Source: an optimization exercise on an open RTL-to-GDS flow (aim: small area, a short achievable clock period and few clock cycles per item). Production flows keep margins and buffers that such runs may drop. Only simulation tests tie the RTL to the original design; equivalence was not proved.

==> inputs of 11-18 <==
==> flow/design.v (excerpt) <==
module trial_division_prime_factorizer_unit #(
	parameter int MAX_DIVISOR = 1048576
) (
	input  logic                         clk,
	input  logic                         arst_n,
	input  logic                         s_tvalid,
	output logic                         s_tready,
	input  logic [tdpf_pkg::NUM_W-1:0]   s_tdata,   
	output logic                         m_tvalid,
	input  logic                         m_tready,
	output logic [tdpf_pkg::TDATA_W-1:0] m_tdata,   
	output logic [tdpf_pkg::STATUS_W-1:0] m_tuser,  
	output logic                         m_tlast,
	input  logic                         cfg_valid,
	output logic                         cfg_ready,
	input  logic [tdpf_pkg::CFG_W-1:0]   cfg_data   
);
	localparam int K  = 4;                    
	localparam int W  = 20;                   
	localparam int WN = 10;                   
	localparam int M  = 4;                    
	localparam int NC = (64 + K - 1) / K;     
	localparam int CW = $clog2(NC);
	localparam int LI = (M > 1) ? $clog2(M) : 1;
  ...
==> flow/config.mk <==
export PLATFORM = sky130hd
export DESIGN_NAME = trial_division_prime_factorizer_unit
export DESIGN_NICKNAME = trial_division_prime_factorizer_unit
export VERILOG_FILES = /design/flow/design.v
export SDC_FILE = /design/flow/constraint.sdc
export NUM_CORES = 4
export LEC_CHECK = 0
export CAP_MARGIN = 20
export CORE_MARGIN = 2
export CORE_UTILIZATION = 40
export SETUP_SLACK_MARGIN = 1.5
export SLEW_MARGIN = 20
==> flow/constraint.sdc <==
create_clock -name core_clock -period 6.0 [get_ports {clk}]
set_input_delay 1.2000 -clock core_clock [delete_from_list [all_inputs] [get_ports {clk}]]
set_output_delay 1.2000 -clock core_clock [all_outputs]
set_load 0.01 [all_outputs]
run.sh (not shown) runs the stock make flow with config.mk's settings and CLKGATE_MAP_FILE= SYNTH_SCRIPT=/design/flow/synth_recipe.tcl, a recipe that flattens the netlist after the stock synthesis.
==> 04-27 (differences from 11-18) <==
--- a/flow/design.v
+++ b/flow/design.v
@@ -2571,17 +2571,17 @@
 	output logic                         m_tlast,
 	input  logic                         cfg_valid,
 	output logic                         cfg_ready,
 	input  logic [tdpf_pkg::CFG_W-1:0]   cfg_data   
 );
 	localparam int K  = 4;                    
 	localparam int W  = 20;                   
 	localparam int WN = 10;                   
-	localparam int M  = 4;                    
+	localparam int M  = 6;                    
 	localparam int NC = (64 + K - 1) / K;     
 	localparam int CW = $clog2(NC);
 	localparam int LI = (M > 1) ? $clog2(M) : 1;
 	typedef enum logic [3:0] {
 		S_IDLE, S_TWO, S_SEL, S_TEST, S_EVAL, S_WRITE, S_WB, S_OUT
 	} state_t;
 	state_t        state_q;
 	logic [20:0]   cfg_q;
@@ -2949,17 +2949,21 @@
 				cnt2_q  <= '0;
 				ne_q    <= 1'b0;
 				same_q  <= 1'b0;
 				l_q     <= bitlen64(s_tdata);
 				spec_q  <= s_tdata[63:1] == '0;
 				one_q   <= s_tdata[0];
 			end
 			S_TWO: begin
-				if (!p_q[0]) begin
+				if (p_q[3:0] == '0) begin
+					p_q    <= {4'd0, p_q[63:4]};
+					cnt2_q <= cnt2_q + 6'd4;
+					l_q    <= l_q - 7'd4;
+				end else if (!p_q[0]) begin
 					p_q    <= {1'b0, p_q[63:1]};
 					cnt2_q <= cnt2_q + 6'd1;
 					l_q    <= l_q - 7'd1;
 				end
 			end
 			S_TEST: begin
 				cyc_q  <= cyc_q + 1'b1;
 				left_q <= left_q - 8'(K);
==> flow/config.mk (replaced) <==
export PLATFORM = sky130hd
export DESIGN_NAME = trial_division_prime_factorizer_unit
export DESIGN_NICKNAME = trial_division_prime_factorizer_unit
export VERILOG_FILES = /design/flow/design.v
export SDC_FILE = /design/flow/constraint.sdc
export NUM_CORES = 4
export LEC_CHECK = 0
export CAP_MARGIN = 20
export CORE_MARGIN = 2
export CORE_UTILIZATION = 60
export SETUP_SLACK_MARGIN = 1.3
export SLEW_MARGIN = 20
==> qor summary <==
item                                                                               04-27                  11-18
Run status                                                                finished clean         finished clean
Non-clk bufs                                                                         448                    465
EDFF count, synth                                                                    566                    524
Post-synth ARST share                                                              2.91%                  3.24%
Detailed route wirelength on metal3                                              18.7 mm                14.9 mm
Post-detailed-route wirelength per cell                                          24.4 um                23.2 um
Clk sink count                                                                       858                    771
Share of the yosys chip area belonging to registers                                38.7%                  40.7%
Highest metal layer with signal wires                                               met5                   met4
Inverters                                                                            689                    563
Share of the final layout cell area in sequential cells                            33.5%                  33.8%
Starting utilization of the core area                                              60.4%                  40.2%
Reg-to-reg setup timing slack                                                    1140 ps                1230 ps
Number of buffers added for setup after CTS                                           47                     74
Die outline height                                                                318 um                 362 um
Slew at the pin with the worst max-slew slack                                    1130 ps                1000 ps
Number of gates resized after CTS                                                    262                    375
Launch point of the worst hold path                                bds_q[2]$_SDFFE_PP0P_  bds_q[0]$_SDFFE_PP0P_
Via Count                                                                          46.9k                  40.4k
Number of antenna violations at the first check in global routing                      6                      0
Multi-input gate share of total cell area                                          49.5%                  47.5%
Worst Path Required                                                              6600 ps                6560 ps
Crit path buf inv count                                                                7                      5
Testbench counts of 11-18, summed over its fixed seeds: cycles 64,180, items 320.
Testbench counts of 04-27, summed over its fixed seeds: cycles 52,381, items 320.

==> try-raven: inputs <==
Another version of the RTL of trial_division_prime_factorizer_unit (not shown whole).
Settings: LEC_CHECK=0, CAP_MARGIN=20, CORE_MARGIN=2, CORE_UTILIZATION=40, SETUP_SLACK_MARGIN=3.5, SLEW_MARGIN=20; clock period 6.0 ns.
==> try-xenon: changes against try-raven <==
Settings changed: SETUP_SLACK_MARGIN 3.5 to 2.5.
==> comparison <==
try-raven finished clean. try-xenon went through all stages and came out clean. In try-xenon the register-to-register slack is better than in try-raven, by 0.09 ns. In try-raven the cell area is higher than in try-xenon, by 7.8%. Against try-raven, the count of clock-buffer cells in the layout of try-xenon is higher by 19. Between try-xenon and try-raven, the lower sequential share of layout area is in try-raven (gap 2.5 points). First-iteration DRC count: try-xenon is smaller than try-raven (3.8%).
==> figures <==
	try-xenon	try-raven
Slowest Stage Delay on Critical Path	0.52 ns	0.54 ns
Inserted Diodes	5	0
Start of the worst register-to-register path	cin_q[2]	cin_q[1]
Global routing usage on met3	4.24%	4.81%
Insertion delay to the later sink of the worst-skew pair	0.67 ns	0.68 ns
Initial antenna violation count	7	4
# clk buffers	123	104
Hold-critical path endpoint	bq0_q[2]	cnt2_q[5]
Final cell count without fillers	6,423	6,656
Fraction of area in multi-input gates	44.5%	43.7%
Setup crit end	cn_q[2][6]	cn_q[1][2]
Bufs w/o clock	559	788
Worst-case register-to-register setup slack	1.46 ns	1.37 ns
Post-Route Utilization	51.0%	55.0%
Status	finished clean	finished clean
Testbench counts of try-raven, summed over its fixed seeds: cycles 89,953, items 320.
Testbench counts of try-xenon, summed over its fixed seeds: cycles 89,953, items 320.

[re-timing with driven ports]
How much do the figures lean on ideal ports? The routed layouts below were timed once more, with nothing changed but the port constraints.
Step 1, drivers: a clkbuf_16 drives clk and a buf_2 each remaining input, both assumed.
Step 2 adds t to the input delays and takes it off the output delays; t is the mean of the earliest and latest rising clock arrival at the registers after step 1. Input paths then give back, and output paths get back, about the clock's delay inside the block.
Three values: ideal ports, drivers, drivers and shift; two values: the first two.
| run | t (ns) | setup slack, ns | worst hold slack (ns) | worst setup path after step 2 |
|---|---|---|---|---|
| 11-18 | 0.757 | 1.228 / 1.228 / 1.228 | 0.407 / 0.407 / 0.407 | register to register |
| 04-27 | 0.768 | 1.137 / 1.137 / 1.137 | 0.470 / 0.470 / 0.470 | register to register |
| try-raven | 0.740 | 1.370 / 1.370 / 1.370 | 0.487 / 0.487 / 0.487 | register to register |
| try-xenon | 0.734 | 1.461 / 1.461 / 1.461 | 0.487 / 0.487 / 0.487 | register to register |
After both steps every run listed still meets setup and hold.
